Background: an optimization exercise with open tools, aiming at a short achievable clock period and few clock cycles. Do not read the settings as production practice. In this exercise RTL edits were held to simulation tests only and were not proved equivalent to the original. Power is estimated from default activity; no workload was simulated.

==> design/flow/design.v <==
package dcache_pkg;
    localparam int LINES_DEF = 16;
    localparam int WORDS_DEF = 4;
    localparam int OFFSET_W = $clog2(WORDS_DEF);
    localparam int INDEX_W = $clog2(LINES_DEF);
    localparam int TAG_W = 30 - OFFSET_W - INDEX_W;
endpackage
module dcache_data_array
#(
    parameter int LINES = dcache_pkg::LINES_DEF,
    parameter int WORDS = dcache_pkg::WORDS_DEF,
    localparam int AW = $clog2(LINES * WORDS)
) (
    input  logic          clock,
    input  logic          we,
    input  logic [AW-1:0] waddr,
    input  logic [31:0]   wdata,
    input  logic [AW-1:0] raddr,
    output logic [31:0]   rdata
);
    logic [31:0] mem [LINES*WORDS];
    always_ff @(posedge clock) begin
        if (we) mem[waddr] <= wdata;
    end
    assign rdata = mem[raddr];
endmodule
module dcache_ctrl
#(
    parameter int LINES = dcache_pkg::LINES_DEF,
    parameter int WORDS = dcache_pkg::WORDS_DEF
) (
    input  logic        clock,
    input  logic        reset,
    input  logic        cpu_req,
    input  logic        cpu_we,
    input  logic [31:0] cpu_addr,
    input  logic [31:0] cpu_wdata,
    output logic [31:0] cpu_rdata,
    output logic        cpu_ready,
    output logic        cpu_busy,
    input  logic        flush,
    output logic        mem_req,
    output logic        mem_we,
    output logic [31:0] mem_addr,
    output logic [31:0] mem_wdata,
    input  logic [31:0] mem_rdata,
    input  logic        mem_ack,
    output logic [15:0] hit_count,
    output logic [15:0] miss_count
);
    localparam int OW = $clog2(WORDS);
    localparam int IW = $clog2(LINES);
    localparam int TW = 30 - OW - IW;
    logic idle_q;                  
    logic rdy_q;                   
    logic mreq_q;                  
    logic refill_q;                
    logic shit_q;                  
    logic end_q;                   
    logic sel_q;                   
    logic [OW-1:0] cnt_q;          
    logic [TW-1:0] tags [LINES];
    logic [LINES-1:0] valid;
    logic [31:0] rdata_q;
    logic [31:0] arr_rdata;
    logic [LINES-1:0] match;
    logic hit, accept, ack, arr_we;
    logic [TW-1:0] tag;
    logic [IW-1:0] idx;
    logic [OW-1:0] off;
    logic unused_addr_bits;
    assign unused_addr_bits = ^cpu_addr[1:0];
    assign tag = cpu_addr[31 -: TW];
    assign idx = cpu_addr[2+OW +: IW];
    assign off = cpu_addr[2 +: OW];
    always_comb begin
        for (int i = 0; i < LINES; i++) match[i] = valid[i] && tags[i] == tag;
    end
    assign hit = match[idx];
    assign accept = idle_q && cpu_req && !flush;
    assign ack = mreq_q && mem_ack;
    assign mem_req = mreq_q || (accept && cpu_we);
    assign mem_we = cpu_we;
    assign mem_addr = {cpu_addr[31:2+OW], cpu_we ? off : cnt_q, 2'b00};
    assign mem_wdata = cpu_wdata;
    assign cpu_ready = rdy_q || (mem_ack && end_q);
    assign cpu_rdata = sel_q ? mem_rdata : rdata_q;
    assign arr_we = ack && (refill_q || shit_q);
    dcache_data_array #(.LINES(LINES), .WORDS(WORDS)) u_data (
        .clock(clock),
        .we(arr_we),
        .waddr({idx, refill_q ? cnt_q : off}),
        .wdata(refill_q ? mem_rdata : cpu_wdata),
        .raddr({idx, off}),
        .rdata(arr_rdata)
    );
    always_ff @(posedge clock) begin
        if (idle_q) rdata_q <= arr_rdata;
        if (accept) shit_q <= hit;
        if (ack && refill_q) begin
            if (cnt_q == off) rdata_q <= mem_rdata;
            if (end_q) tags[idx] <= tag;
        end
    end
    always_ff @(posedge clock) begin
        if (reset) begin
            idle_q <= 1'b1;
            rdy_q <= 1'b0;
            cpu_busy <= 1'b0;
            mreq_q <= 1'b0;
            refill_q <= 1'b0;
            end_q <= 1'b0;
            sel_q <= 1'b0;
            cnt_q <= '0;
            valid <= '0;
            hit_count <= '0;
            miss_count <= '0;
        end else begin
            if (idle_q && flush) valid <= '0;
            rdy_q <= 1'b0;
            if (accept) begin
                if (cpu_we) begin
                    idle_q <= 1'b0;
                    cpu_busy <= 1'b1;
                    mreq_q <= 1'b1;
                    end_q <= 1'b1;
                end else if (hit) begin
                    idle_q <= 1'b0;
                    rdy_q <= 1'b1;
                    hit_count <= hit_count + 16'(hit_count != 16'hFFFF);
                end else begin
                    idle_q <= 1'b0;
                    cpu_busy <= 1'b1;
                    mreq_q <= 1'b1;
                    refill_q <= 1'b1;
                    miss_count <= miss_count + 16'(miss_count != 16'hFFFF);
                end
            end
            if (rdy_q) idle_q <= 1'b1;
            if (ack) begin
                if (refill_q) begin
                    cnt_q <= cnt_q + 1'b1;
                    end_q <= cnt_q == OW'(WORDS - 2);
                    sel_q <= cnt_q == OW'(WORDS - 2) && off == OW'(WORDS - 1);
                end
                if (end_q) begin
                    idle_q <= 1'b1;
                    cpu_busy <= 1'b0;
                    mreq_q <= 1'b0;
                    refill_q <= 1'b0;
                    end_q <= 1'b0;
                    sel_q <= 1'b0;
                    if (refill_q) valid[idx] <= 1'b1;
                end
            end
        end
    end
endmodule
==> design/flow/run.sh <==
#!/bin/bash
# synth_recipe.tcl (not shown) runs the flow's synth.tcl, then flattens the netlist and writes it again
# the make line also repeats each setting of config.mk as NAME=value (left out here)
make -C /OpenROAD-flow-scripts/flow DESIGN_CONFIG=/design/flow/config.mk WORK_HOME=/design/flow/orfs CLKGATE_MAP_FILE= SYNTH_SCRIPT=/design/flow/synth_recipe.tcl finish
==> design/flow/config.mk <==
export PLATFORM = sky130hd
export DESIGN_NAME = dcache_ctrl
export DESIGN_NICKNAME = dcache_ctrl
export VERILOG_FILES = /design/flow/design.v
export SDC_FILE = /design/flow/constraint.sdc
export NUM_CORES = 4
export LEC_CHECK = 0
export ABC_CLOCK_PERIOD_IN_PS = 2500
export CAP_MARGIN = 20
export CORE_MARGIN = 2
export CORE_UTILIZATION = 40
export SETUP_SLACK_MARGIN = 3.0
export SLEW_MARGIN = 20
==> design/flow/constraint.sdc <==
create_clock -name core_clock -period 6.0 [get_ports {clock}]
set_input_delay 1.2000 -clock core_clock [delete_from_list [all_inputs] [get_ports {clock}]]
set_output_delay 1.2000 -clock core_clock [all_outputs]
set_load 0.01 [all_outputs]
==> insert_results.sql, run 1 <==
INSERT INTO impl_metrics (metric_group, metric, value, unit) VALUES
('run_status', 'outcome', 'finished clean', ''),
('die', 'placementRows', '183', ''),
('die', 'start_util', '0.401', ''),
('final_layout', 'area.growth.synth_to_final', '19.9', '%'),
('synth', 'top_reg_cell_synth', 'sky130_fd_sc_hd__edfxtp_1', ''),
('power', 'seq_power_share', '0.518', ''),
('final_layout', 'multi_input_area', '24300', 'um^2'),
('detailed_routing', 'detail_route.wirelength', '267000', 'um'),
('clock_tree', 'cts_tree', 'built', ''),
('detailed_routing', 'route.detailed.drc', '0', ''),
('placement', 'number_of_buffers_inserted_by_port_buffering', '229', ''),
('worst_setup_path', 'critPathRequiredTime', '4.80', 'ns'),
('placement', 'placedCellCount', '8023', ''),
('synth', 'synthDistinctLibCells', '52', ''),
('final_layout', 'net_count_reported_at_finish', '5273', ''),
('detailed_routing', 'detailroute.via_count', '48900', ''),
('synth', 'ys_seq_area_frac', '0.752', ''),
('final_layout', 'count_of_non_filler_cells_in_the_finished_layout', '8670', ''),
('clock_tree', 'cts_buffers', '274', ''),
('worst_hold_path', 'worstHoldPathType', 'flop to flop', ''),
('timing', 'worst_slew_margin_rel', '0.270', ''),
('power', 'power-per-cell-area', '315', 'nW/um^2'),
('clock_tree', 'cts_hold_repair.buffers', '0', ''),
('global_routing', 'overflow', '0', ''),
('power', 'post_layout_power', '37.6', 'mW'),
('power', 'p_leak', '38.1', 'nW'),
('worst_hold_path', 'hold-path-cell-count', '2', ''),
('power', 'max-vdd-ir-drop', '217', 'uV'),
('detailed_routing', 'initial_drc_count', '5549', ''),
('timing', 'setup_tns', '0', 'ns'),
('worst_setup_path', 'kind_of_launch_point_of_the_worst_setup_path', 'flop', ''),
('detailed_routing', 'post_drt_via_cell_ratio', '5.64', ''),
('die', 'pin_count', '234', ''),
('clock_tree', 'tritoncts_num_sinks', '2522', ''),
('worst_hold_path', 'worst_min_path_start', 'valid[0]', ''),
('worst_hold_path', 'hold-path-endpoint', 'valid[0]', ''),
('final_layout', 'layout.cells.most_common', 'sky130_fd_sc_hd__edfxtp_1', ''),
('timing', 'worst_clock_skew', '0.0695', 'ns'),
('timing', 'setup-violations-final', '0', ''),
('final_layout', 'ff_latch_area', '74900', 'um^2'),
('power', 'clkPwrFrac', '0.416', ''),
('placement', 'globalplace.congestion', '0.800', ''),
('synth', 'yosys_register_bits', '2522', ''),
('detailed_routing', 'avgRoutedWirePerCell', '30.8', 'um'),
('detailed_routing', 'antenna_left', '0', ''),
('timing', 'hold_viol', '0', ''),
('power', 'p_switching', '7.98', 'mW'),
('worst_setup_path', 'setup.reg_to_reg.worst_slack', '2.93', 'ns'),
('power', 'netSwitchingFraction', '0.212', ''),
('detailed_routing', 'drt-pass1-iter-count', '5', ''),
('synth', 'postSynthAreaPerCell', '21.7', 'um^2'),
('global_routing', 'number_of_antenna_violations_at_the_first_check_in_global_routing', '11', ''),
('final_layout', 'layout.cells.most_common_list', 'sky130_fd_sc_hd__edfxtp_1 (2433), sky130_fd_sc_hd__mux4_2 (672), sky130_fd_sc_hd__clkbuf_16 (297)', ''),
('timing', 'finalCritPeriodShare', '0.574', ''),
('final_layout', 'layout-drive-gt1-share', '0.329', ''),
('power', 'pwr-share-comb', '0.066', ''),
('timing', 'rsz0062_at_grt', 'true', ''),
('timing', 'max_slew.worst_pin.slew', '1.09', 'ns'),
('timing', 'maximum_frequency_from_static_timing_analysis', '290', 'MHz'),
('die', 'chip_width', '503', 'um'),
('worst_setup_path', 'critical_path_class', 'flop to output pin', ''),
('die', 'die_height', '503', 'um'),
('run', 'maxCapViolCount', '0', ''),
('clock_tree', 'cts-root-to-sink-buffers', '4', ''),
('worst_setup_path', 'critPathMaxFanout', '8', ''),
('global_routing', 'grt_pass1_wl', '369000', 'um'),
('synth', 'synth.yosys.warnings', '2', ''),
('clock_tree', 'clock_latency', '0.92', 'ns'),
('clock_tree', 'worst_setup_hold_path_clk_slew', '0.06', 'ns'),
('synth', 'postSynth.asyncResetShare', '0', ''),
('die', 'core', '248000', 'um^2');
## worst max path at each step
stage,startpoint,endpoint,slack (ns),depth (start not counted)
floorplan,mem_ack,u_data.mem[16][0],2.43,4
global placement,cpu_addr[17],hit_count[7],1.14,11
detailed placement,cpu_addr[17],hit_count[7],1.10,11
CTS,sel_q,cpu_rdata[7],2.48,5
global route,sel_q,cpu_rdata[10],2.51,5
finish,sel_q,cpu_rdata[7],2.55,5
## state kept, by name, summed over array words and instances (netlist names), 2 cells and up
name	cells
rdata_q	32
u_data.mem	2048
tags	384
hit_count	16
valid	16
cnt_q	2
miss_count	16
## synth_stat cells (2+ instances only)
| cell type | number | area share |
|---|---|---|
| sky130_fd_sc_hd__edfxtp_1 | 2433 | 0.73 |
| sky130_fd_sc_hd__o22ai_1 | 9 | 0.00057 |
| sky130_fd_sc_hd__and3_1 | 18 | 0.0011 |
| sky130_fd_sc_hd__clkbuf_1 | 118 | 0.0045 |
| sky130_fd_sc_hd__and2_1 | 7 | 0.00044 |
| sky130_fd_sc_hd__a32oi_1 | 7 | 0.00062 |
| sky130_fd_sc_hd__mux4_2 | 672 | 0.15 |
| sky130_fd_sc_hd__ha_1 | 10 | 0.0013 |
| sky130_fd_sc_hd__inv_2 | 3 | 0.00011 |
| sky130_fd_sc_hd__a31o_2 | 7 | 0.00062 |
| sky130_fd_sc_hd__a22oi_1 | 5 | 0.00038 |
| sky130_fd_sc_hd__o21a_1 | 2 | 0.00015 |
| sky130_fd_sc_hd__a2111oi_4 | 2 | 0.00055 |
| sky130_fd_sc_hd__inv_1 | 15 | 0.00057 |
| sky130_fd_sc_hd__a21oi_1 | 70 | 0.0035 |
| sky130_fd_sc_hd__nand4_1 | 52 | 0.0033 |
| sky130_fd_sc_hd__buf_4 | 92 | 0.0069 |
| sky130_fd_sc_hd__mux2i_1 | 34 | 0.0034 |
| sky130_fd_sc_hd__or3_1 | 7 | 0.00044 |
| sky130_fd_sc_hd__o31ai_1 | 10 | 0.00075 |
| sky130_fd_sc_hd__nor4_1 | 54 | 0.0034 |
| sky130_fd_sc_hd__buf_2 | 37 | 0.0019 |
| sky130_fd_sc_hd__nor2b_1 | 5 | 0.00031 |
| sky130_fd_sc_hd__mux2_2 | 67 | 0.0076 |
| sky130_fd_sc_hd__nand2_1 | 40 | 0.0015 |
| sky130_fd_sc_hd__a21o_1 | 2 | 0.00015 |
| sky130_fd_sc_hd__nor3_1 | 31 | 0.0016 |
| sky130_fd_sc_hd__nor2_1 | 143 | 0.0054 |
| sky130_fd_sc_hd__o21ai_0 | 14 | 0.00070 |
| sky130_fd_sc_hd__dfxtp_1 | 89 | 0.018 |
| sky130_fd_sc_hd__buf_1 | 40 | 0.0015 |
| sky130_fd_sc_hd__buf_6 | 24 | 0.0027 |
| sky130_fd_sc_hd__or4_1 | 19 | 0.0014 |
| sky130_fd_sc_hd__nand2b_1 | 5 | 0.00031 |
| sky130_fd_sc_hd__nand3_1 | 41 | 0.0021 |
| sky130_fd_sc_hd__xnor2_1 | 128 | 0.011 |
| sky130_fd_sc_hd__nand3b_1 | 4 | 0.00030 |
| sky130_fd_sc_hd__xor2_1 | 262 | 0.023 |
## power by group through the flow
stage / Clock, mW / Sequential, mW / Combinational, mW
after floorplan: 0 / 19.8 / 1.41
after global placement: 0 / 19.9 / 2.13
after detailed placement: 0 / 19.9 / 2.18
after CTS: 15.9 / 19.5 / 2.39
after global routing: 16.6 / 19.5 / 2.61
final: 15.6 / 19.5 / 2.49
## critical path, stage by stage, from the launching register on
cell	delay, ns
sky130_fd_sc_hd__dfxtp_4	0.42
sky130_fd_sc_hd__buf_12	0.14
sky130_fd_sc_hd__buf_16	0.15
sky130_fd_sc_hd__buf_6	0.11
sky130_fd_sc_hd__mux2_4	0.36
sky130_fd_sc_hd__buf_6	0.15
## cell type report
type	instances	share of cell area
diodes	5	0.000105
clock buffers	352	0.0618
clock inverters	98	0.00626
inverters	18	0.000934
multi-input cells	1742	0.204
flip-flops and latches	2522	0.628
well taps	3330	0.0349
repair buffers	602	0.0640
repair inverters	1	0.0000734
## what timing repair did
action	4_1_cts	5_1_grt
endpoints found under the setup margin	2232	1311
endpoints found under the hold margin	0	0
gates cloned	28	16
setup buffers	105	40
resized for setup	721	140
pin swaps	44	44
## through the flow
step	instance area [um^2]	utilization	setup slack (ns)	hold WS [ns]
floorplan	101000	-	2.43	0.418
global placement	107000	0.431	1.14	0.431
detailed placement	107000	0.431	1.10	0.439
CTS	118000	0.475	2.48	0.452
global route	119000	0.481	2.51	0.476
finish	119000	0.481	2.55	0.458
## cells by family (layout without fill, tap and decap cells)
kind of cell,Yosys count,in the layout,share of synthesized area
mux,773,773,0.163
simple gates,431,431,0.0220
other cells,1,7,0.0000377
fa+ha+maj,10,10,0.00126
buf+inv,329,1071,0.0182
compound gates,136,136,0.00883
flops,2522,2522,0.752
xor+xnor,390,390,0.0343
## routing by layer
metal	global-route usage	share of wire	vias up
met4	0.0617	0.029	2
met2	0.347	0.50	1888
met1	0.276	0.40	26600
met3	0.0369	0.069	368
li1	-	-	20100
met5	0	0.000075	-
Testbench counts, summed over its fixed seeds: cycles 89,742.
==> run 2, diff against run 1 <==
--- a/design/flow/design.v
+++ b/design/flow/design.v
@@ -20,8 +20,15 @@
 );
     logic [31:0] mem [LINES*WORDS];
+    logic [LINES*WORDS-1:0] rsel;
     always_ff @(posedge clock) begin
         if (we) mem[waddr] <= wdata;
     end
-    assign rdata = mem[raddr];
+    always_comb begin
+        rdata = '0;
+        for (int i = 0; i < LINES*WORDS; i++) begin
+            rsel[i] = raddr == AW'(i);
+            rdata = rdata | (mem[i] & {32{rsel[i]}});
+        end
+    end
 endmodule
 module dcache_ctrl
@@ -58,5 +65,5 @@
     logic shit_q;                  
     logic end_q;                   
-    logic sel_q;                   
+    logic byp_q;                   
     logic [OW-1:0] cnt_q;          
     logic [TW-1:0] tags [LINES];
@@ -85,5 +92,5 @@
     assign mem_wdata = cpu_wdata;
     assign cpu_ready = rdy_q || (mem_ack && end_q);
-    assign cpu_rdata = sel_q ? mem_rdata : rdata_q;
+    assign cpu_rdata = rdata_q;
     assign arr_we = ack && (refill_q || shit_q);
     dcache_data_array #(.LINES(LINES), .WORDS(WORDS)) u_data (
@@ -96,10 +103,7 @@
     );
     always_ff @(posedge clock) begin
-        if (idle_q) rdata_q <= arr_rdata;
+        rdata_q <= byp_q ? mem_rdata : arr_rdata;
         if (accept) shit_q <= hit;
-        if (ack && refill_q) begin
-            if (cnt_q == off) rdata_q <= mem_rdata;
-            if (end_q) tags[idx] <= tag;
-        end
+        if (ack && refill_q && cnt_q == OW'(WORDS - 1)) tags[idx] <= tag;
     end
     always_ff @(posedge clock) begin
@@ -111,5 +115,5 @@
             refill_q <= 1'b0;
             end_q <= 1'b0;
-            sel_q <= 1'b0;
+            byp_q <= 1'b0;
             cnt_q <= '0;
             valid <= '0;
@@ -137,18 +141,22 @@
                 end
             end
-            if (rdy_q) idle_q <= 1'b1;
+            if (rdy_q) begin
+                idle_q <= 1'b1;
+                cpu_busy <= 1'b0;
+            end
             if (ack) begin
                 if (refill_q) begin
                     cnt_q <= cnt_q + 1'b1;
-                    end_q <= cnt_q == OW'(WORDS - 2);
-                    sel_q <= cnt_q == OW'(WORDS - 2) && off == OW'(WORDS - 1);
+                    end_q <= cnt_q == OW'(WORDS - 2) && off != OW'(WORDS - 1);
+                    byp_q <= cnt_q == OW'(WORDS - 2) && off == OW'(WORDS - 1);
                 end
-                if (end_q) begin
-                    idle_q <= 1'b1;
-                    cpu_busy <= 1'b0;
+                if (byp_q) rdy_q <= 1'b1;
+                if (end_q || byp_q) begin
+                    idle_q <= !byp_q;
+                    cpu_busy <= byp_q;
                     mreq_q <= 1'b0;
                     refill_q <= 1'b0;
                     end_q <= 1'b0;
-                    sel_q <= 1'b0;
+                    byp_q <= 1'b0;
                     if (refill_q) valid[idx] <= 1'b1;
                 end
--- a/design/flow/config.mk
+++ b/design/flow/config.mk
@@ -6,8 +6,10 @@
 export NUM_CORES = 4
 export LEC_CHECK = 0
-export ABC_CLOCK_PERIOD_IN_PS = 2500
+export ABC_CLOCK_PERIOD_IN_PS = 1000
 export CAP_MARGIN = 20
 export CORE_MARGIN = 2
-export CORE_UTILIZATION = 40
-export SETUP_SLACK_MARGIN = 3.0
+export CORE_UTILIZATION = 50
+export CTS_CLUSTER_DIAMETER = 60
+export CTS_CLUSTER_SIZE = 25
+export SETUP_SLACK_MARGIN = 3.1
 export SLEW_MARGIN = 20
==> insert_results.sql, run 2 <==
INSERT INTO impl_metrics (metric_group, metric, value, unit) VALUES
('worst_setup_path', 'timing.critical_path.max_delay_family', 'simple AND/OR/NAND/NOR gates', ''),
('timing', 'setup_tns', '0', 'ns'),
('worst_setup_path', 'worstSetupEndpointType', 'flop', ''),
('detailed_routing', 'initial_drc_count', '13300', ''),
('timing', 'maximum_frequency_from_static_timing_analysis', '319', 'MHz'),
('detailed_routing', 'detailroute.via_count', '62300', ''),
('detailed_routing', 'route.detailed.drc', '0', ''),
('power', 'p_leak', '37.4', 'nW'),
('die', 'chip_width', '437', 'um'),
('global_routing', 'grt_start_max_net_pins', '65', ''),
('final_layout', 'largest_register_ffs', '2048', ''),
('detailed_routing', 'drt-pass1-iter-count', '6', ''),
('synth', 'synth.largest_area_cell', 'sky130_fd_sc_hd__edfxtp_1', ''),
('clock_tree', 'worst_setup_hold_path_clk_slew', '0.09', 'ns'),
('clock_tree', 'maximum_level_of_the_cts_h_tree', '4', ''),
('synth', 'synthCells', '5276', ''),
('detailed_routing', 'antenna_left', '0', ''),
('worst_hold_path', 'worst_min_path_start', 'valid[0]', ''),
('worst_setup_path', 'critical_path_class', 'primary input to flop', ''),
('final_layout', 'layout-drive-gt1-share', '0.264', ''),
('synth', 'synth.yosys.warnings', '2', ''),
('die', 'pin_count', '234', ''),
('global_routing', 'grt_pass1_wl', '499000', 'um'),
('final_layout', 'layout.cells.most_common', 'sky130_fd_sc_hd__edfxtp_1', ''),
('die', 'die_height', '437', 'um'),
('synth', 'synthDistinctLibCells', '48', ''),
('clock_tree', 'cts.root.buffer_cell', 'sky130_fd_sc_hd__clkbuf_16', ''),
('timing', 'final_period_minus_worst_setup_slack', '3.14', 'ns'),
('global_routing', 'overflow', '0', ''),
('synth', 'postSynth.asyncResetShare', '0', ''),
('worst_hold_path', 'worstHoldPathType', 'flop to flop', ''),
('timing', 'setup-violations-final', '0', ''),
('die', 'core', '187000', 'um^2'),
('worst_setup_path', 'worstPathCellList', 'buf_16, buf_12, buf_12, buf_6, xor2_2, nor4_1, nand4_1, nor4_4, o22ai_4, and4_4, buf_6, or4_4, a21oi_2', ''),
('timing', 'finalHoldWorstSlack', '0.491', 'ns'),
('synth', 'synth_enable_flop_cells', '2433', ''),
('placement', 'globalplace.congestion', '0.863', ''),
('power', 'power-per-cell-area', '290', 'nW/um^2'),
('timing', 'worst_slew_margin_rel', '0.224', ''),
('worst_setup_path', 'critPathRequiredTime', '6.78', 'ns'),
('final_layout', 'reg_top3', 'u_data.mem (2048), tags (384), rdata_q (32)', ''),
('worst_setup_path', 'cp_slowest_cell', 'sky130_fd_sc_hd__or4_4', ''),
('synth', 'post-synth-top-count-cell', 'sky130_fd_sc_hd__edfxtp_1', ''),
('clock_tree', 'clock_latency', '0.87', 'ns'),
('run', 'maxCapViolCount', '0', ''),
('die', 'placementRows', '159', ''),
('synth', 'postSynthAreaPerCell', '17.8', 'um^2'),
('timing', 'worst_clock_skew', '0.0376', 'ns'),
('synth', 'netlist.area_leader.share', '0.778', ''),
('timing', 'hold_viol', '0', ''),
('timing', 'rsz0062_at_grt', 'true', ''),
('timing', 'report.final.slew_viol_count', '0', ''),
('global_routing', 'grt_pass1_vias', '55500', ''),
('synth', 'synth.top_cells.by_area', 'sky130_fd_sc_hd__edfxtp_1 (78%), sky130_fd_sc_hd__a22oi_1 (3.9%), sky130_fd_sc_hd__a22o_1 (2.3%)', ''),
('final_layout', 'count_of_non_filler_cells_in_the_finished_layout', '8704', ''),
('synth', 'mappedNetlistArea', '93900', 'um^2'),
('detailed_routing', 'detail_route.wirelength', '386000', 'um'),
('synth', 'yosys_register_bits', '2522', ''),
('detailed_routing', 'avgRoutedWirePerCell', '44.3', 'um'),
('final_layout', 'final_design_area_no_fill', '115000', 'um^2'),
('synth', 'top_reg_cell_synth', 'sky130_fd_sc_hd__edfxtp_1', ''),
('clock_tree', 'cts_tree', 'built', ''),
('worst_setup_path', 'crit_start', 'cpu_addr[24]', ''),
('synth', 'ys_top_cells_by_count', 'sky130_fd_sc_hd__edfxtp_1 (2433), sky130_fd_sc_hd__a22oi_1 (482), sky130_fd_sc_hd__a22o_1 (248), sky130_fd_sc_hd__a221oi_1 (246), sky130_fd_sc_hd__xor2_1 (219)', ''),
('worst_setup_path', 'timing.rr.start', 'refill_q', ''),
('worst_setup_path', 'path_buf_inv', '5', ''),
('placement', 'dpl-instance-area', '102000', 'um^2'),
('timing', 'max_slew.worst_pin.slew', '1.16', 'ns'),
('run_status', 'outcome', 'finished clean', ''),
('final_layout', 'net_count_reported_at_finish', '6182', ''),
('clock_tree', 'cts_buffers', '160', ''),
('synth', 'ys_seq_area_frac', '0.797', ''),
('power', 'max-vdd-ir-drop', '254', 'uV'),
('worst_setup_path', 'kind_of_launch_point_of_the_worst_setup_path', 'primary input', ''),
('placement', 'place_ws', '0.649', 'ns'),
('clock_tree', 'tritoncts_num_sinks', '2522', ''),
('global_routing', 'grtUsageTotal', '0.391', ''),
('final_layout', 'area.growth.synth_to_final', '22.9', '%'),
('global_routing', 'number_of_antenna_violations_at_the_first_check_in_global_routing', '17', ''),
('final_layout', 'largest_register', 'u_data.mem', ''),
('detailed_routing', 'post_drt_via_cell_ratio', '7.15', ''),
('timing', 'finalWorstSetupSlack', '2.86', 'ns'),
('worst_setup_path', 'endpoint_arrival_time_on_the_critical_path', '3.91', 'ns'),
('placement', 'placedCellCount', '7987', ''),
('worst_setup_path', 'crit_path_max_incr_delay', '0.50', 'ns'),
('die', 'start_util', '0.502', ''),
('clock_tree', 'cts-root-to-sink-buffers', '3', ''),
('timing', 'finalCritPeriodShare', '0.523', ''),
('clock_tree', 'cts_hold_repair.buffers', '0', ''),
('die', 'die-area', '191000', 'um^2'),
('placement', 'dp_hpwl', '207000', 'um'),
('final_layout', 'layout.cells.most_common_list', 'sky130_fd_sc_hd__edfxtp_1 (2433), sky130_fd_sc_hd__a22oi_1 (482), sky130_fd_sc_hd__buf_4 (467)', ''),
('worst_setup_path', 'critPathMaxFanout', '6', ''),
('placement', 'number_of_buffers_inserted_by_port_buffering', '229', '');
==> run 2: final timing paths <==
check / cells past startpoint / slack, ns / endpoint
worst max register to register: 3 / 2.95 / tags[9][15]
worst min-delay path: 2 / 0.49 / valid[0]
worst max-delay path: 13 / 2.86 / hit_count[7]
worst min register to register: 2 / 0.49 / valid[0]
==> run 2: cell families after synthesis <==
logic type	Yosys count	synth area share
flops	2522	0.797
xor+xnor	388	0.0362
buf+inv	362	0.0196
fa+ha+maj	12	0.00160
mux	37	0.00447
compound gates	1164	0.0974
other cells	1	0.0000399
simple gates	790	0.0441
==> run 2: layer usage <==
metal  global-route usage  part of all wire  vias up
met5                    0           0.00020        -
met4                0.209             0.070       12
met3                0.119              0.16     1319
met2                0.568              0.43     6029
met1                0.531              0.34    31700
li1                     -                 -    23200
==> run 2: report_power, final <==
part	internal, mW	total (mW)	switching [mW]
clock	5.61	12.3	6.64
combinational	0.627	1.77	1.14
sequential	19.4	19.5	0.0416
total	25.7	33.5	7.83
==> run 2: what timing repair did <==
action,CTS,global route
pin swaps,137,192
setup buffers,280,106
setup endpoints to repair,2584,643
resized for setup,811,295
gates cloned,14,12
==> run 2: worst register-to-register path, cell delays in order, from the launching register on <==
cell and delay, ns:
sky130_fd_sc_hd__dfxtp_4 0.73, sky130_fd_sc_hd__and3_1 0.40, sky130_fd_sc_hd__nand2_2 0.60, sky130_fd_sc_hd__nor2_4 0.90
==> run 2: layout make-up <==
cell class                 instances  area, um^2
sequential                      2522       74900
fill                           13300       71700
multi-input combinational       2399       20800
timing repair buffer             971       10900
clock buffer                     177        4220
tap                             2495        3120
clock inverter                   120        1420
inverter                          10        72.6
timing repair inverter             4        65.1
antenna                            6        15.0
==> run 2: metrics by stage <==
stage,power (mW),utilization
after floorplan,20.5,-
after CTS,33.3,0.602
final,33.5,0.617
after global routing,34.1,0.617
after global placement,21.2,0.545
after detailed placement,21.3,0.546
Testbench counts of run 2, summed over its fixed seeds: cycles 90,878.
==> run 3, diff against run 2 <==
--- a/design/flow/design.v
+++ b/design/flow/design.v
@@ -20,15 +20,8 @@
 );
     logic [31:0] mem [LINES*WORDS];
-    logic [LINES*WORDS-1:0] rsel;
     always_ff @(posedge clock) begin
         if (we) mem[waddr] <= wdata;
     end
-    always_comb begin
-        rdata = '0;
-        for (int i = 0; i < LINES*WORDS; i++) begin
-            rsel[i] = raddr == AW'(i);
-            rdata = rdata | (mem[i] & {32{rsel[i]}});
-        end
-    end
+    assign rdata = mem[raddr];
 endmodule
 module dcache_ctrl
@@ -65,4 +58,5 @@
     logic shit_q;                  
     logic end_q;                   
+    logic miss_q;                  
     logic byp_q;                   
     logic [OW-1:0] cnt_q;          
@@ -116,4 +110,5 @@
             end_q <= 1'b0;
             byp_q <= 1'b0;
+            miss_q <= 1'b0;
             cnt_q <= '0;
             valid <= '0;
@@ -138,7 +133,8 @@
                     mreq_q <= 1'b1;
                     refill_q <= 1'b1;
-                    miss_count <= miss_count + 16'(miss_count != 16'hFFFF);
                 end
             end
+            miss_q <= accept && !cpu_we && !hit;
+            if (miss_q) miss_count <= miss_count + 16'(miss_count != 16'hFFFF);
             if (rdy_q) begin
                 idle_q <= 1'b1;
==> insert_results.sql, run 3 <==
INSERT INTO impl_metrics (metric_group, metric, value, unit) VALUES
('run', 'maxCapViolCount', '0', ''),
('clock_tree', 'cts_hold_repair.buffers', '0', ''),
('timing', 'maximum_frequency_from_static_timing_analysis', '311', 'MHz'),
('clock_tree', 'worst_setup_hold_path_clk_slew', '0.08', 'ns'),
('worst_setup_path', 'critical_path_class', 'primary input to flop', ''),
('synth', 'synth_enable_flop_cells', '2433', ''),
('timing', 'final_period_minus_worst_setup_slack', '3.21', 'ns'),
('power', 'max-vdd-ir-drop', '318', 'uV'),
('synth', 'synth.top_cells.by_area', 'sky130_fd_sc_hd__edfxtp_1 (74%), sky130_fd_sc_hd__mux4_2 (15%), sky130_fd_sc_hd__xnor2_1 (2.1%)', ''),
('timing', 'rsz0062_at_grt', 'true', ''),
('final_layout', 'layout.cells.most_common_list', 'sky130_fd_sc_hd__edfxtp_1 (2433), sky130_fd_sc_hd__mux4_2 (672), sky130_fd_sc_hd__xnor2_1 (239)', ''),
('final_layout', 'largest_register', 'u_data.mem', ''),
('clock_tree', 'maximum_level_of_the_cts_h_tree', '4', ''),
('timing', 'report.final.slew_viol_count', '0', ''),
('final_layout', 'final_design_area_no_fill', '117000', 'um^2'),
('synth', 'netlist.area_leader.share', '0.741', ''),
('detailed_routing', 'detailroute.via_count', '48600', ''),
('detailed_routing', 'avgRoutedWirePerCell', '35.2', 'um'),
('die', 'die_height', '448', 'um'),
('placement', 'globalplace.congestion', '0.780', ''),
('timing', 'setup_tns', '0', 'ns'),
('die', 'core', '197000', 'um^2'),
('final_layout', 'reg_top3', 'u_data.mem (2048), tags (384), rdata_q (32)', ''),
('timing', 'finalHoldWorstSlack', '0.471', 'ns'),
('detailed_routing', 'antenna_left', '0', ''),
('die', 'placementRows', '163', ''),
('worst_setup_path', 'worstSetupEndpointType', 'flop', ''),
('detailed_routing', 'post_drt_via_cell_ratio', '6.26', ''),
('final_layout', 'multi_input_area', '23800', 'um^2'),
('synth', 'top_reg_cell_synth', 'sky130_fd_sc_hd__edfxtp_1', ''),
('clock_tree', 'cts_tree', 'built', ''),
('clock_tree', 'cts.root.buffer_cell', 'sky130_fd_sc_hd__clkbuf_16', ''),
('worst_setup_path', 'path_buf_inv', '6', ''),
('synth', 'synthCells', '4455', ''),
('global_routing', 'grt_pass1_vias', '47000', ''),
('worst_setup_path', 'kind_of_launch_point_of_the_worst_setup_path', 'primary input', ''),
('detailed_routing', 'initial_drc_count', '6767', ''),
('final_layout', 'n_fill_cell', '14000', ''),
('global_routing', 'grt_start_max_net_pins', '65', ''),
('synth', 'yosys_register_bits', '2523', ''),
('worst_setup_path', 'timing.critical_path.max_delay_family', 'multiplexers', ''),
('synth', 'synthDistinctLibCells', '49', ''),
('placement', 'number_of_buffers_inserted_by_port_buffering', '229', ''),
('global_routing', 'overflow', '0', ''),
('clock_tree', 'clock_latency', '0.86', 'ns'),
('worst_setup_path', 'cp_slowest_cell', 'sky130_fd_sc_hd__mux4_2', ''),
('die', 'chip_width', '448', 'um'),
('final_layout', 'largest_register_ffs', '2048', ''),
('timing', 'finalCritPeriodShare', '0.535', ''),
('power', 'p_leak', '36.9', 'nW'),
('die', 'pin_count', '234', ''),
('global_routing', 'number_of_antenna_violations_at_the_first_check_in_global_routing', '10', ''),
('synth', 'mappedNetlistArea', '98600', 'um^2'),
('final_layout', 'net_count_reported_at_finish', '5087', ''),
('clock_tree', 'cts-root-to-sink-buffers', '3', ''),
('synth', 'synth.largest_area_cell', 'sky130_fd_sc_hd__edfxtp_1', ''),
('die', 'start_util', '0.502', ''),
('timing', 'max_slew.worst_pin.slew', '0.899', 'ns'),
('worst_hold_path', 'worstHoldPathType', 'flop to flop', ''),
('power', 'power-per-cell-area', '293', 'nW/um^2'),
('die', 'die-area', '201000', 'um^2'),
('global_routing', 'grt_pass1_wl', '375000', 'um'),
('placement', 'dp_hpwl', '140000', 'um'),
('synth', 'ys_top_cells_by_count', 'sky130_fd_sc_hd__edfxtp_1 (2433), sky130_fd_sc_hd__mux4_2 (672), sky130_fd_sc_hd__xnor2_1 (242), sky130_fd_sc_hd__xor2_1 (160), sky130_fd_sc_hd__nor2_1 (140)', ''),
('synth', 'ys_seq_area_frac', '0.759', ''),
('worst_setup_path', 'crit_path_max_incr_delay', '0.56', 'ns'),
('final_layout', 'area.growth.synth_to_final', '18.3', '%'),
('run_status', 'outcome', 'finished clean', ''),
('final_layout', 'layout.cells.most_common', 'sky130_fd_sc_hd__edfxtp_1', ''),
('detailed_routing', 'route.detailed.drc', '0', ''),
('timing', 'hold_viol', '0', ''),
('synth', 'postSynthAreaPerCell', '22.1', 'um^2'),
('final_layout', 'layout-drive-gt1-share', '0.339', ''),
('timing', 'worst_slew_margin_rel', '0.401', ''),
('clock_tree', 'cts_buffers', '157', ''),
('synth', 'post-synth-top-count-cell', 'sky130_fd_sc_hd__edfxtp_1', ''),
('timing', 'worst_clock_skew', '0.0320', 'ns'),
('synth', 'postSynth.asyncResetShare', '0', ''),
('global_routing', 'grtUsageTotal', '0.272', ''),
('power', 'post_layout_power', '34.1', 'mW'),
('detailed_routing', 'drt-pass1-iter-count', '6', ''),
('detailed_routing', 'detail_route.wirelength', '273000', 'um'),
('placement', 'dpl-instance-area', '106000', 'um^2'),
('worst_setup_path', 'critPathMaxFanout', '7', ''),
('clock_tree', 'tritoncts_num_sinks', '2523', ''),
('timing', 'setup-violations-final', '0', ''),
('worst_setup_path', 'critPathRequiredTime', '6.74', 'ns'),
('worst_setup_path', 'endpoint_arrival_time_on_the_critical_path', '3.95', 'ns'),
('worst_setup_path', 'worstPathCellList', 'buf_16, buf_16, buf_12, buf_12, buf_8, buf_16, mux4_2, mux4_2, mux4_2, mux2_2', ''),
('synth', 'synth.yosys.warnings', '2', ''),
('final_layout', 'ff_latch_area', '74900', 'um^2');
-- run 3: path summary, 6_finish.rpt --
kind | start | end | slack, ns | cells past startpoint
worst min-delay path | valid[0] | valid[0] | 0.47 | 2
worst max register to register | hit_count[5] | hit_count[7] | 3.22 | 12
worst max-delay path | cpu_addr[2] | rdata_q[8] | 2.79 | 10
worst min register to register | valid[0] | valid[0] | 0.47 | 2
-- run 3: report_power, final --
part	internal (mW)	switching, mW	total (mW)
clock	5.87	6.35	12.2
sequential	19.4	0.0225	19.4
combinational	1.08	1.37	2.46
total	26.4	7.75	34.1
-- run 3: cell families (layout without fill, tap and decap cells) --
group                    Yosys count  in the layout  synth area share
other                              1             11         0.0000380
adder cells (fa/ha/maj)           11             11           0.00140
buffers and inverters            297            944            0.0160
AO/OA/AOI/OAI                     63             63           0.00443
flip-flops                      2523           2523             0.759
XOR/XNOR                         402            402            0.0357
multiplexers                     755            755             0.163
AND/OR/NAND/NOR                  403            408            0.0205
-- run 3: stage by stage --
stage	utilization	instances	setup WS, ns
after floorplan	-	4456	2.49
after global placement	0.537	7196	1.35
after detailed placement	0.537	7196	1.39
after CTS	0.587	7685	2.71
after global routing	0.593	7753	2.80
final	0.593	7757	2.79
-- run 3: per-layer routing --
layer,GRT usage,routed length [um],up-vias
met2,0.424,131000,2154
met3,0.0317,20300,315
li1,-,-,19500
met1,0.413,115000,26600
met4,0.0693,7190,2
met5,0,10,-
-- run 3: final cells by class --
cell class                      instances  area share
Multi-Input combinational cell       1641       0.204
Tap cell                             2640      0.0283
Antenna cell                            9    0.000193
Clock inverter                        116      0.0120
Sequential cell                      2523       0.642
Clock buffer                          177      0.0362
Timing Repair Buffer                  647      0.0771
Inverter                                4    0.000290
-- run 3: what timing repair did --
item / in CTS / in global routing
cloned: 67 / 14
buffers inserted: 129 / 49
setup endpoints to repair: 2307 / 563
pin swaps: 64 / 33
gates resized for setup: 650 / 82
-- run 3: worst register-to-register path, cell delays in order (launching register included) --
cell,delay [ns]
sky130_fd_sc_hd__dfxtp_1,0.35
sky130_fd_sc_hd__and4_1,0.24
sky130_fd_sc_hd__and3_1,0.21
sky130_fd_sc_hd__and3_1,0.22
sky130_fd_sc_hd__and3_1,0.20
sky130_fd_sc_hd__and2_1,0.19
sky130_fd_sc_hd__nand4_1,0.10
sky130_fd_sc_hd__ha_1,0.20
sky130_fd_sc_hd__nand2_1,0.10
sky130_fd_sc_hd__nor2_2,0.22
sky130_fd_sc_hd__nand3_1,0.17
sky130_fd_sc_hd__a21oi_4,0.15
sky130_fd_sc_hd__mux2_4,0.30
Testbench counts of run 3, summed over its fixed seeds: cycles 90,878.
==> run 4, diff against run 3 <==
--- a/design/flow/design.v
+++ b/design/flow/design.v
@@ -58,4 +58,5 @@
     logic shit_q;                  
     logic end_q;                   
+    logic [15:0] hit_prev;         
     logic miss_q;                  
     logic byp_q;                   
@@ -99,4 +100,5 @@
         rdata_q <= byp_q ? mem_rdata : arr_rdata;
         if (accept) shit_q <= hit;
+        if (accept) hit_prev <= hit_count;
         if (ack && refill_q && cnt_q == OW'(WORDS - 1)) tags[idx] <= tag;
     end
@@ -119,22 +121,23 @@
             rdy_q <= 1'b0;
             if (accept) begin
+                idle_q <= 1'b0;
+                cpu_busy <= 1'b1;
                 if (cpu_we) begin
-                    idle_q <= 1'b0;
-                    cpu_busy <= 1'b1;
                     mreq_q <= 1'b1;
                     end_q <= 1'b1;
-                end else if (hit) begin
-                    idle_q <= 1'b0;
-                    rdy_q <= 1'b1;
+                end else begin
                     hit_count <= hit_count + 16'(hit_count != 16'hFFFF);
-                end else begin
-                    idle_q <= 1'b0;
-                    cpu_busy <= 1'b1;
-                    mreq_q <= 1'b1;
-                    refill_q <= 1'b1;
+                    if (hit) rdy_q <= 1'b1;
+                    else begin
+                        mreq_q <= 1'b1;
+                        refill_q <= 1'b1;
+                    end
                 end
             end
             miss_q <= accept && !cpu_we && !hit;
-            if (miss_q) miss_count <= miss_count + 16'(miss_count != 16'hFFFF);
+            if (miss_q) begin
+                hit_count <= hit_prev;
+                miss_count <= miss_count + 16'(miss_count != 16'hFFFF);
+            end
             if (rdy_q) begin
                 idle_q <= 1'b1;
==> insert_results.sql, run 4 <==
INSERT INTO impl_metrics (metric_group, metric, value, unit) VALUES
('worst_setup_path', 'cp.depth', '9', ''),
('timing', 'finalHoldWorstSlack', '0.483', 'ns'),
('worst_setup_path', 'endpoint_arrival_time_on_the_critical_path', '3.92', 'ns'),
('power', 'power-per-cell-area', '296', 'nW/um^2'),
('clock_tree', 'cts_buffers', '162', ''),
('final_layout', 'largest_register', 'u_data.mem', ''),
('clock_tree', 'clock_latency', '0.84', 'ns'),
('final_layout', 'area.growth.synth_to_final', '17.2', '%'),
('power', 'netSwitchingFraction', '0.229', ''),
('synth', 'synth.top_cells.by_area', 'sky130_fd_sc_hd__edfxtp_1 (74%), sky130_fd_sc_hd__mux4_2 (15%), sky130_fd_sc_hd__xnor2_1 (2.2%)', ''),
('global_routing', 'grt_pass1_wl', '374000', 'um'),
('detailed_routing', 'detail_route.wirelength', '268000', 'um'),
('die', 'core', '197000', 'um^2'),
('detailed_routing', 'route.detailed.drc', '0', ''),
('synth', 'netlist.area_leader.share', '0.743', ''),
('detailed_routing', 'antenna_left', '0', ''),
('placement', 'dp_hpwl', '137000', 'um'),
('timing', 'finalCritPeriodShare', '0.532', ''),
('clock_tree', 'tritoncts_num_sinks', '2539', ''),
('final_layout', 'ff_latch_area', '75400', 'um^2'),
('timing', 'setup_tns', '0', 'ns'),
('timing', 'worst_slew_margin_rel', '0.269', ''),
('detailed_routing', 'avgRoutedWirePerCell', '34.7', 'um'),
('worst_setup_path', 'worstPathCellList', 'buf_16, buf_16, buf_12, buf_12, buf_4, mux4_2, mux4_2, mux4_2, mux2_2', ''),
('clock_tree', 'maximum_level_of_the_cts_h_tree', '4', ''),
('die', 'start_util', '0.502', ''),
('final_layout', 'n_fill_cell', '14100', ''),
('placement', 'number_of_buffers_inserted_by_port_buffering', '229', ''),
('worst_hold_path', 'worstHoldPathType', 'flop to flop', ''),
('timing', 'final_period_minus_worst_setup_slack', '3.19', 'ns'),
('synth', 'postSynthAreaPerCell', '22.1', 'um^2'),
('synth', 'ys_top_cells_by_count', 'sky130_fd_sc_hd__edfxtp_1 (2449), sky130_fd_sc_hd__mux4_2 (672), sky130_fd_sc_hd__xnor2_1 (254), sky130_fd_sc_hd__nor2_1 (163), sky130_fd_sc_hd__xor2_1 (159)', ''),
('power', 'post_layout_power', '34.3', 'mW'),
('detailed_routing', 'initial_drc_count', '5500', ''),
('synth', 'ys_seq_area_frac', '0.762', ''),
('run_status', 'outcome', 'finished clean', ''),
('timing', 'hold_viol', '0', ''),
('synth', 'top_reg_cell_synth', 'sky130_fd_sc_hd__edfxtp_1', ''),
('clock_tree', 'cts.root.buffer_cell', 'sky130_fd_sc_hd__clkbuf_16', ''),
('synth', 'post-synth-top-count-cell', 'sky130_fd_sc_hd__edfxtp_1', ''),
('global_routing', 'grtUsageTotal', '0.265', ''),
('synth', 'synthDistinctLibCells', '47', ''),
('synth', 'synthCells', '4477', ''),
('die', 'chip_width', '449', 'um'),
('timing', 'report.final.slew_viol_count', '0', ''),
('power', 'power.internal', '26.5', 'mW'),
('worst_setup_path', 'cp_slowest_cell', 'sky130_fd_sc_hd__mux4_2', ''),
('detailed_routing', 'drt-pass1-iter-count', '5', ''),
('power', 'clkPwrFrac', '0.360', '');
## run 4: logic make-up (layout without fill, tap and decap cells)
group	Yosys count	in the layout	share of synthesized area
simple gates	400	400	0.0198
flops	2539	2539	0.762
other cells	1	6	0.0000379
compound gates	68	68	0.00452
buf+inv	302	907	0.0151
fa+ha+maj	11	11	0.00139
mux	743	743	0.161
xor+xnor	413	413	0.0366
## run 4: through the flow
stage          setup slack [ns]  area (um^2)  cells   util
2_1_floorplan              2.52       100000   4478      -
3_3_place_gp               1.33       106000   7231  0.536
3_5_place_dp               1.34       106000   7231  0.536
4_1_cts                    2.76       115000   7688  0.585
5_1_grt                    2.85       116000   7724  0.588
6_report                   2.81       116000   7727  0.588
## run 4: layout make-up
cell class	instances	share of cell area
antenna	4	0.0000863
clock buffer	181	0.0369
clock inverter	119	0.0124
inverter	7	0.000443
multi-input combinational	1637	0.199
sequential	2539	0.650
tap	2640	0.0285
timing repair buffer	599	0.0728
timing repair inverter	1	0.0000432
## run 4: worst paths after layout
path                             startpoint                end  slack (ns)
worst max register to register     refill_q  u_data.mem[7][11]        3.15
worst min-delay path            hit_prev[2]       hit_count[2]        0.48
worst max-delay path            cpu_addr[3]         rdata_q[0]        2.81
worst min register to register  hit_prev[2]       hit_count[2]        0.48
## run 4: power groups by stage
stage	clock, mW	combinational [mW]	sequential (mW)
finish	12.4	2.39	19.6
global route	13.2	2.51	19.6
CTS	12.6	2.35	19.6
detailed placement	0	2.03	20.0
global placement	0	1.99	20.0
floorplan	0	1.27	20.0
## run 4: metal layers
layer	global-route usage	up-vias	wire length [um]
li1	-	19400	-
met1	0.382	26300	110000
met2	0.439	1764	134000
met3	0.0313	318	17200
met4	0.0619	4	7060
met5	0	-	27
## run 4: tightest hold or removal path: cells and delay by family, from the launching register on
family / cells / cell delay, ns
flops: 1 / 0.33
simple gates: 1 / 0.08
compound gates: 1 / 0.06
## run 4: what timing repair did
item	in CTS	in global routing
resized for setup	641	41
pin swaps	28	3
endpoints found under the setup margin	2530	55
cloned	68	15
setup buffers	89	20
Testbench counts of run 4, summed over its fixed seeds: cycles 90,878.

## re-timing with driven ports
Ports are ideal in the flow. The routed layouts listed here were re-timed in OpenROAD.
Step 1 sets driving cells, clkbuf_16 on the clock port and buf_2 on the other inputs (assumed; they add their load-dependent delay and slew).
Step 2 also shifts input and output timing later by t, the mid clock arrival at the registers, as if the neighbouring blocks saw the same clock.
Three values: no drivers, after step 1, after step 2; two values: the first two.
run | t, ns | setup WS [ns] | worst slew at a driven data input, ns | cell pins on the clock port's net
run 1 | 0.975 | 2.555 / 2.467 / 1.814 | 0.38 | 1
run 2 | 0.937 | 2.865 / 2.865 / 1.939 | 0.16 | 1
run 3 | 0.928 | 2.787 / 2.579 / 1.658 | 0.32 | 1
run 4 | 0.925 | 2.808 / 2.660 / 1.735 | 0.32 | 1
After both steps setup and hold are still met in every run listed. For run 3, which loses most, drivers alone change the setup slack by -0.208 ns; drivers and shift together by -1.129 ns.
